From an optimization exercise on the open Yosys and OpenROAD flow, aimed at small area, a short achievable clock period and few clock cycles per item; shortcuts taken in it are not production practice. At most, simulation tests tie the RTL to the original design; equivalence was not proved.

==> run a <==
## cubic_bspline_point_eval
module cubic_bspline_point_eval
#(
    parameter int SAMPLES_PER_SEGMENT = 100,
    parameter int COORD_BITS          = 16
) (
    input  wire                          i_clk,
    input  wire                          i_rst_n,
    input  wire                          i_valid,
    output logic                         o_stall,
    input  wire                          i_opcode,
    input  wire signed [COORD_BITS-1:0]  i_point_x,
    input  wire signed [COORD_BITS-1:0]  i_point_y,
    input  wire signed [COORD_BITS-1:0]  i_point_z,
    input  wire        [cbspl_pkg::SI_BITS-1:0] i_sample_index,
    output logic                         o_valid,
    input  wire                          i_stall,
    output logic signed [COORD_BITS-1:0] o_curve_x,
    output logic signed [COORD_BITS-1:0] o_curve_y,
    output logic signed [COORD_BITS-1:0] o_curve_z,
    output logic                         o_not_ready
);
clock: 9.5 ns
lec_check: 0
cap_margin: 20
core_margin: 2
core_utilization: 40
setup_slack_margin: 4
slew_margin: 20
run.sh (not shown) runs the stock make flow with config.mk's settings and CLKGATE_MAP_FILE= SYNTH_SCRIPT=/design/flow/synth_recipe.tcl, a recipe that flattens the netlist after the stock synthesis.
==> inputs of run b, as changes to run a <==
--- a/flow/design.v
+++ b/flow/design.v
@@ -199,16 +199,109 @@
     wire ca_t156 = (ca_t86 & ca_t121) | (ca_t86 & ca_t120) | (ca_t121 & ca_t120);
     wire ca_t157 = ca_t88 ^ ca_t122;
     wire ca_t158 = ca_t88 & ca_t122;
     wire [18:0] ca_ra = {ca_t158, ca_t157, ca_t155, ca_t153, ca_t151, ca_t149, ca_t147, ca_t145, ca_t143, ca_t141, ca_t139, ca_t137, ca_t135, ca_t133, ca_t131, ca_t129, ca_t127, ca_t125, ca_t89};
     wire [18:0] ca_rb = {1'b1, ca_t156, ca_t154, ca_t152, ca_t150, ca_t148, ca_t146, ca_t144, ca_t142, ca_t140, ca_t138, ca_t136, ca_t134, ca_t132, ca_t130, ca_t128, ca_t126, ca_t124, ca_t123};
     wire [18:0] ca = ca_ra + ca_rb;
-    wire signed [16:0] s02 = c0 + c2;
-    wire signed [17:0] cb  = s02 - (c1 <<< 1);
+    wire cb_t1 = i_c0[1] ^ i_c2[1];
+    wire cb_t2 = i_c0[1] & i_c2[1];
+    wire cb_t3 = i_c0[2] ^ i_c2[2];
+    wire cb_t4 = i_c0[2] & i_c2[2];
+    wire cb_t5 = i_c0[3] ^ i_c2[3];
+    wire cb_t6 = i_c0[3] & i_c2[3];
+    wire cb_t7 = i_c0[4] ^ i_c2[4];
+    wire cb_t8 = i_c0[4] & i_c2[4];
+    wire cb_t9 = i_c0[5] ^ i_c2[5];
+    wire cb_t10 = i_c0[5] & i_c2[5];
+    wire cb_t11 = i_c0[6] ^ i_c2[6];
+    wire cb_t12 = i_c0[6] & i_c2[6];
+    wire cb_t13 = i_c0[7] ^ i_c2[7];
+    wire cb_t14 = i_c0[7] & i_c2[7];
+    wire cb_t15 = i_c0[8] ^ i_c2[8];
+    wire cb_t16 = i_c0[8] & i_c2[8];
+    wire cb_t17 = i_c0[9] ^ i_c2[9];
+    wire cb_t18 = i_c0[9] & i_c2[9];
+    wire cb_t19 = i_c0[10] ^ i_c2[10];
+    wire cb_t20 = i_c0[10] & i_c2[10];
+    wire cb_t21 = i_c0[11] ^ i_c2[11];
+    wire cb_t22 = i_c0[11] & i_c2[11];
+    wire cb_t23 = i_c0[12] ^ i_c2[12];
+    wire cb_t24 = i_c0[12] & i_c2[12];
+    wire cb_t25 = i_c0[13] ^ i_c2[13];
+    wire cb_t26 = i_c0[13] & i_c2[13];
+    wire cb_t27 = i_c0[14] ^ i_c2[14];
+    wire cb_t28 = i_c0[14] & i_c2[14];
+    wire cb_t29 = ~i_c0[15] ^ ~i_c2[15];
+    wire cb_t30 = ~i_c0[15] & ~i_c2[15];
+    wire cb_t31 = ~i_c1[0] ^ cb_t1;
+    wire cb_t32 = ~i_c1[0] & cb_t1;
+    wire cb_t33 = ~i_c1[1] ^ cb_t3 ^ cb_t2;
+    wire cb_t34 = (~i_c1[1] & cb_t3) | (~i_c1[1] & cb_t2) | (cb_t3 & cb_t2);
+    wire cb_t35 = ~i_c1[2] ^ cb_t5 ^ cb_t4;
+    wire cb_t36 = (~i_c1[2] & cb_t5) | (~i_c1[2] & cb_t4) | (cb_t5 & cb_t4);
+    wire cb_t37 = ~i_c1[3] ^ cb_t7 ^ cb_t6;
+    wire cb_t38 = (~i_c1[3] & cb_t7) | (~i_c1[3] & cb_t6) | (cb_t7 & cb_t6);
+    wire cb_t39 = ~i_c1[4] ^ cb_t9 ^ cb_t8;
+    wire cb_t40 = (~i_c1[4] & cb_t9) | (~i_c1[4] & cb_t8) | (cb_t9 & cb_t8);
+    wire cb_t41 = ~i_c1[5] ^ cb_t11 ^ cb_t10;
+    wire cb_t42 = (~i_c1[5] & cb_t11) | (~i_c1[5] & cb_t10) | (cb_t11 & cb_t10);
+    wire cb_t43 = ~i_c1[6] ^ cb_t13 ^ cb_t12;
+    wire cb_t44 = (~i_c1[6] & cb_t13) | (~i_c1[6] & cb_t12) | (cb_t13 & cb_t12);
+    wire cb_t45 = ~i_c1[7] ^ cb_t15 ^ cb_t14;
+    wire cb_t46 = (~i_c1[7] & cb_t15) | (~i_c1[7] & cb_t14) | (cb_t15 & cb_t14);
+    wire cb_t47 = ~i_c1[8] ^ cb_t17 ^ cb_t16;
+    wire cb_t48 = (~i_c1[8] & cb_t17) | (~i_c1[8] & cb_t16) | (cb_t17 & cb_t16);
+    wire cb_t49 = ~i_c1[9] ^ cb_t19 ^ cb_t18;
+    wire cb_t50 = (~i_c1[9] & cb_t19) | (~i_c1[9] & cb_t18) | (cb_t19 & cb_t18);
+    wire cb_t51 = ~i_c1[10] ^ cb_t21 ^ cb_t20;
+    wire cb_t52 = (~i_c1[10] & cb_t21) | (~i_c1[10] & cb_t20) | (cb_t21 & cb_t20);
+    wire cb_t53 = ~i_c1[11] ^ cb_t23 ^ cb_t22;
+    wire cb_t54 = (~i_c1[11] & cb_t23) | (~i_c1[11] & cb_t22) | (cb_t23 & cb_t22);
+    wire cb_t55 = ~i_c1[12] ^ cb_t25 ^ cb_t24;
+    wire cb_t56 = (~i_c1[12] & cb_t25) | (~i_c1[12] & cb_t24) | (cb_t25 & cb_t24);
+    wire cb_t57 = ~i_c1[13] ^ cb_t27 ^ cb_t26;
+    wire cb_t58 = (~i_c1[13] & cb_t27) | (~i_c1[13] & cb_t26) | (cb_t27 & cb_t26);
+    wire cb_t59 = ~i_c1[14] ^ cb_t29 ^ cb_t28;
+    wire cb_t60 = (~i_c1[14] & cb_t29) | (~i_c1[14] & cb_t28) | (cb_t29 & cb_t28);
+    wire cb_t61 = i_c1[15] ^ cb_t30;
+    wire cb_t62 = i_c1[15] & cb_t30;
+    wire [17:0] cb_ra = {cb_t62, cb_t61, cb_t59, cb_t57, cb_t55, cb_t53, cb_t51, cb_t49, cb_t47, cb_t45, cb_t43, cb_t41, cb_t39, cb_t37, cb_t35, cb_t33, cb_t31, i_c0[0]};
+    wire [17:0] cb_rb = {1'b1, cb_t60, cb_t58, cb_t56, cb_t54, cb_t52, cb_t50, cb_t48, cb_t46, cb_t44, cb_t42, cb_t40, cb_t38, cb_t36, cb_t34, cb_t32, 1'b1, i_c2[0]};
+    wire [17:0] cb = cb_ra + cb_rb;
+    wire ce_t1 = i_c0[2] ^ i_c2[2];
+    wire ce_t2 = i_c0[2] & i_c2[2];
+    wire ce_t3 = i_c0[3] ^ i_c2[3] ^ i_c1[1];
+    wire ce_t4 = (i_c0[3] & i_c2[3]) | (i_c0[3] & i_c1[1]) | (i_c2[3] & i_c1[1]);
+    wire ce_t5 = i_c0[4] ^ i_c2[4] ^ i_c1[2];
+    wire ce_t6 = (i_c0[4] & i_c2[4]) | (i_c0[4] & i_c1[2]) | (i_c2[4] & i_c1[2]);
+    wire ce_t7 = i_c0[5] ^ i_c2[5] ^ i_c1[3];
+    wire ce_t8 = (i_c0[5] & i_c2[5]) | (i_c0[5] & i_c1[3]) | (i_c2[5] & i_c1[3]);
+    wire ce_t9 = i_c0[6] ^ i_c2[6] ^ i_c1[4];
+    wire ce_t10 = (i_c0[6] & i_c2[6]) | (i_c0[6] & i_c1[4]) | (i_c2[6] & i_c1[4]);
+    wire ce_t11 = i_c0[7] ^ i_c2[7] ^ i_c1[5];
+    wire ce_t12 = (i_c0[7] & i_c2[7]) | (i_c0[7] & i_c1[5]) | (i_c2[7] & i_c1[5]);
+    wire ce_t13 = i_c0[8] ^ i_c2[8] ^ i_c1[6];
+    wire ce_t14 = (i_c0[8] & i_c2[8]) | (i_c0[8] & i_c1[6]) | (i_c2[8] & i_c1[6]);
+    wire ce_t15 = i_c0[9] ^ i_c2[9] ^ i_c1[7];
+    wire ce_t16 = (i_c0[9] & i_c2[9]) | (i_c0[9] & i_c1[7]) | (i_c2[9] & i_c1[7]);
+    wire ce_t17 = i_c0[10] ^ i_c2[10] ^ i_c1[8];
+    wire ce_t18 = (i_c0[10] & i_c2[10]) | (i_c0[10] & i_c1[8]) | (i_c2[10] & i_c1[8]);
+    wire ce_t19 = i_c0[11] ^ i_c2[11] ^ i_c1[9];
+    wire ce_t20 = (i_c0[11] & i_c2[11]) | (i_c0[11] & i_c1[9]) | (i_c2[11] & i_c1[9]);
+    wire ce_t21 = i_c0[12] ^ i_c2[12] ^ i_c1[10];
+    wire ce_t22 = (i_c0[12] & i_c2[12]) | (i_c0[12] & i_c1[10]) | (i_c2[12] & i_c1[10]);
+    wire ce_t23 = i_c0[13] ^ i_c2[13] ^ i_c1[11];
+    wire ce_t24 = (i_c0[13] & i_c2[13]) | (i_c0[13] & i_c1[11]) | (i_c2[13] & i_c1[11]);
+    wire ce_t25 = i_c0[14] ^ i_c2[14] ^ i_c1[12];
+    wire ce_t26 = (i_c0[14] & i_c2[14]) | (i_c0[14] & i_c1[12]) | (i_c2[14] & i_c1[12]);
+    wire ce_t27 = ~i_c0[15] ^ ~i_c2[15] ^ i_c1[13];
+    wire ce_t28 = (~i_c0[15] & ~i_c2[15]) | (~i_c0[15] & i_c1[13]) | (~i_c2[15] & i_c1[13]);
+    wire [18:0] ce_ra = {1'b1, ~i_c1[15], ~i_c1[14], ce_t27, ce_t25, ce_t23, ce_t21, ce_t19, ce_t17, ce_t15, ce_t13, ce_t11, ce_t9, ce_t7, ce_t5, ce_t3, i_c1[0], i_c0[1], i_c0[0]};
+    wire [18:0] ce_rb = {1'b0, i_c1[14], ce_t28, ce_t26, ce_t24, ce_t22, ce_t20, ce_t18, ce_t16, ce_t14, ce_t12, ce_t10, ce_t8, ce_t6, ce_t4, ce_t2, ce_t1, i_c2[1], i_c2[0]};
+    wire [18:0] ce = ce_ra + ce_rb;
     wire signed [16:0] cc  = c2 - c0;
-    wire signed [18:0] ce  = s02 + (c1 <<< 2);
     reg [18:0] r_a; reg [17:0] r_b; reg [16:0] r_c; reg [18:0] r_e;
     always @(posedge i_clk) if (i_adv) begin
         r_a <= ca;
         r_b <= cb;
         r_c <= cc;
         r_e <= ce;
@@ -1568,16 +1661,15 @@
     wire n_qp_t151 = xh[16] ^ n_qp_t94;
     wire n_qp_t152 = xh[16] & n_qp_t94;
     wire [33:0] n_qp_ra = {~xh[17], n_qp_t151, n_qp_t149, n_qp_t147, n_qp_t145, n_qp_t143, n_qp_t141, n_qp_t139, n_qp_t137, n_qp_t135, n_qp_t133, n_qp_t131, n_qp_t129, n_qp_t127, n_qp_t125, n_qp_t123, n_qp_t121, n_qp_t119, n_qp_t117, n_qp_t115, n_qp_t113, n_qp_t111, n_qp_t109, n_qp_t107, n_qp_t105, n_qp_t103, n_qp_t101, n_qp_t99, n_qp_t97, n_qp_t95, ~xh[3], ~xh[2], ~xh[1], ~xh[0]};
     wire [33:0] n_qp_rb = {n_qp_t152, n_qp_t150, n_qp_t148, n_qp_t146, n_qp_t144, n_qp_t142, n_qp_t140, n_qp_t138, n_qp_t136, n_qp_t134, n_qp_t132, n_qp_t130, n_qp_t128, n_qp_t126, n_qp_t124, n_qp_t122, n_qp_t120, n_qp_t118, n_qp_t116, n_qp_t114, n_qp_t112, n_qp_t110, n_qp_t108, n_qp_t106, n_qp_t104, n_qp_t102, n_qp_t100, n_qp_t98, n_qp_t96, 1'b1, 1'b0, 1'b0, 1'b0, 1'b1};
     wire [33:0] n_qp = n_qp_ra + n_qp_rb;
     wire [15:0] n_q = n_qp[32:17];
-    reg [15:0] r_q; reg [15:0] r_q1; reg [23:0] r_xl;
+    reg [15:0] r_q; reg [23:0] r_xl;
     always @(posedge i_clk) if (i_adv) begin
         r_q <= n_q;
-        r_q1 <= n_q + 16'd1;
         r_xl <= r_x[23:0];
     end
     wire n_r_t1 = r_xl[11] ^ ~r_q[10];
     wire n_r_t2 = r_xl[11] & ~r_q[10];
     wire n_r_t3 = r_xl[12] ^ ~r_q[11];
     wire n_r_t4 = r_xl[12] & ~r_q[11];
@@ -1771,13 +1863,14 @@
     wire n_r_t192 = (n_r_t110 & n_r_t153) | (n_r_t110 & n_r_t152) | (n_r_t153 & n_r_t152);
     wire n_r_t193 = n_r_t114 ^ n_r_t155 ^ n_r_t154;
     wire n_r_t194 = (n_r_t114 & n_r_t155) | (n_r_t114 & n_r_t154) | (n_r_t155 & n_r_t154);
     wire [23:0] n_r_ra = {n_r_t193, n_r_t191, n_r_t189, n_r_t187, n_r_t185, n_r_t183, n_r_t181, n_r_t179, n_r_t177, n_r_t175, n_r_t173, n_r_t171, n_r_t169, n_r_t167, n_r_t165, n_r_t163, n_r_t161, n_r_t159, n_r_t157, r_xl[4], r_xl[3], r_xl[2], r_xl[1], r_xl[0]};
     wire [23:0] n_r_rb = {n_r_t192, n_r_t190, n_r_t188, n_r_t186, n_r_t184, n_r_t182, n_r_t180, n_r_t178, n_r_t176, n_r_t174, n_r_t172, n_r_t170, n_r_t168, n_r_t166, n_r_t164, n_r_t162, n_r_t160, n_r_t158, 1'b1, ~r_q[3], ~r_q[2], ~r_q[1], ~r_q[0], 1'b0};
     wire [23:0] n_r = n_r_ra + n_r_rb;
-    assign o_u = n_r[23] ? r_q : r_q1;
+    wire [15:0] q1 = r_q + 16'd1;
+    assign o_u = n_r[23] ? r_q : q1;
 endmodule
 `default_nettype wire
 `default_nettype none
 module cubic_bspline_point_eval
 #(
     parameter int SAMPLES_PER_SEGMENT = 100,
==> inputs of run c, as changes to run a <==
--- a/flow/config.mk
+++ b/flow/config.mk
@@ -5,8 +5,8 @@
 export SDC_FILE = /design/flow/constraint.sdc
 export NUM_CORES = 4
 export LEC_CHECK = 0
 export CAP_MARGIN = 20
 export CORE_MARGIN = 2
 export CORE_UTILIZATION = 40
-export SETUP_SLACK_MARGIN = 4
+export SETUP_SLACK_MARGIN = 5
 export SLEW_MARGIN = 20
==> comparison table <==
Status: run a timing/DRC/antenna clean; run c timing/DRC/antenna clean; run b timing/DRC/antenna clean
Number of vias per cell: run a 5.18; run c 5.22; run b 5.17
Final setup skew: run a 49.1 ps; run c 46.8 ps; run b 61.6 ps
Multi-input gate count: run a 9,390; run c 9,390; run b 9,170
CP bufs+invs: run a 8; run c 7; run b 5
FF-to-FF setup slack: run a 3760 ps; run c 3670 ps; run b 3830 ps
Area Overhead vs Synth: run a 14.2%; run c 23.0%; run b 14.2%
Number of filler cells placed in the layout: run a 33,610; run c 31,987; run b 33,259
Final critical path time including I/O delays and setup: run a 5740 ps; run c 5830 ps; run b 5670 ps
Seq area share: run a 0.226; run c 0.209; run b 0.220
Mean instance size in the synthesized netlist: run a 10.5 um2; run c 10.5 um2; run b 10.6 um2
Worst reg-to-reg path cell count: run a 24; run c 26; run b 23
Top fanout value on the critical path: run a 5; run c 6; run b 7
Cell Rows: run a 222; run c 222; run b 221
Library cell appearing most often on the critical path: run a sky130_fd_sc_hd__fa_1; run c sky130_fd_sc_hd__a21o_1; run b sky130_fd_sc_hd__fa_1
Worst hold slack after final layout: run a 402 ps; run c 399 ps; run b 408 ps
Testbench counts of run b, summed over its fixed seeds: cycles 4,526, evals 3,455.
No functional check of the RTL was part of run a and run c.

==> separate check: timing with driven ports <==
Ports are ideal in the flow. The routed layouts listed here were re-timed in OpenROAD. Step 1 assumes that a clkbuf_16 drives the clock port and a buf_2 every other input. Step 2 times the ports against the registers' clock, not the clock port: input delays grow and output delays shrink by t, the midpoint of the rising clock arrivals with the driver on. a / b / c = ideal / step 1 / step 2; a / b = the first two.
run	shift t [ns]	setup slack, ns	hold WS [ns]	worst setup path after step 2	clock arrival spread, ns
run a	0.970	3.759 / 3.759 / 3.759	0.402 / 0.402 / 0.402	register to register	0.059 / 0.059
run b	0.959	3.826 / 3.826 / 3.826	0.408 / 0.408 / 0.408	register to register	0.070 / 0.069
run c	0.981	3.670 / 3.670 / 3.670	0.399 / 0.399 / 0.399	register to register	0.059 / 0.059
After both steps every run listed still meets setup and hold.
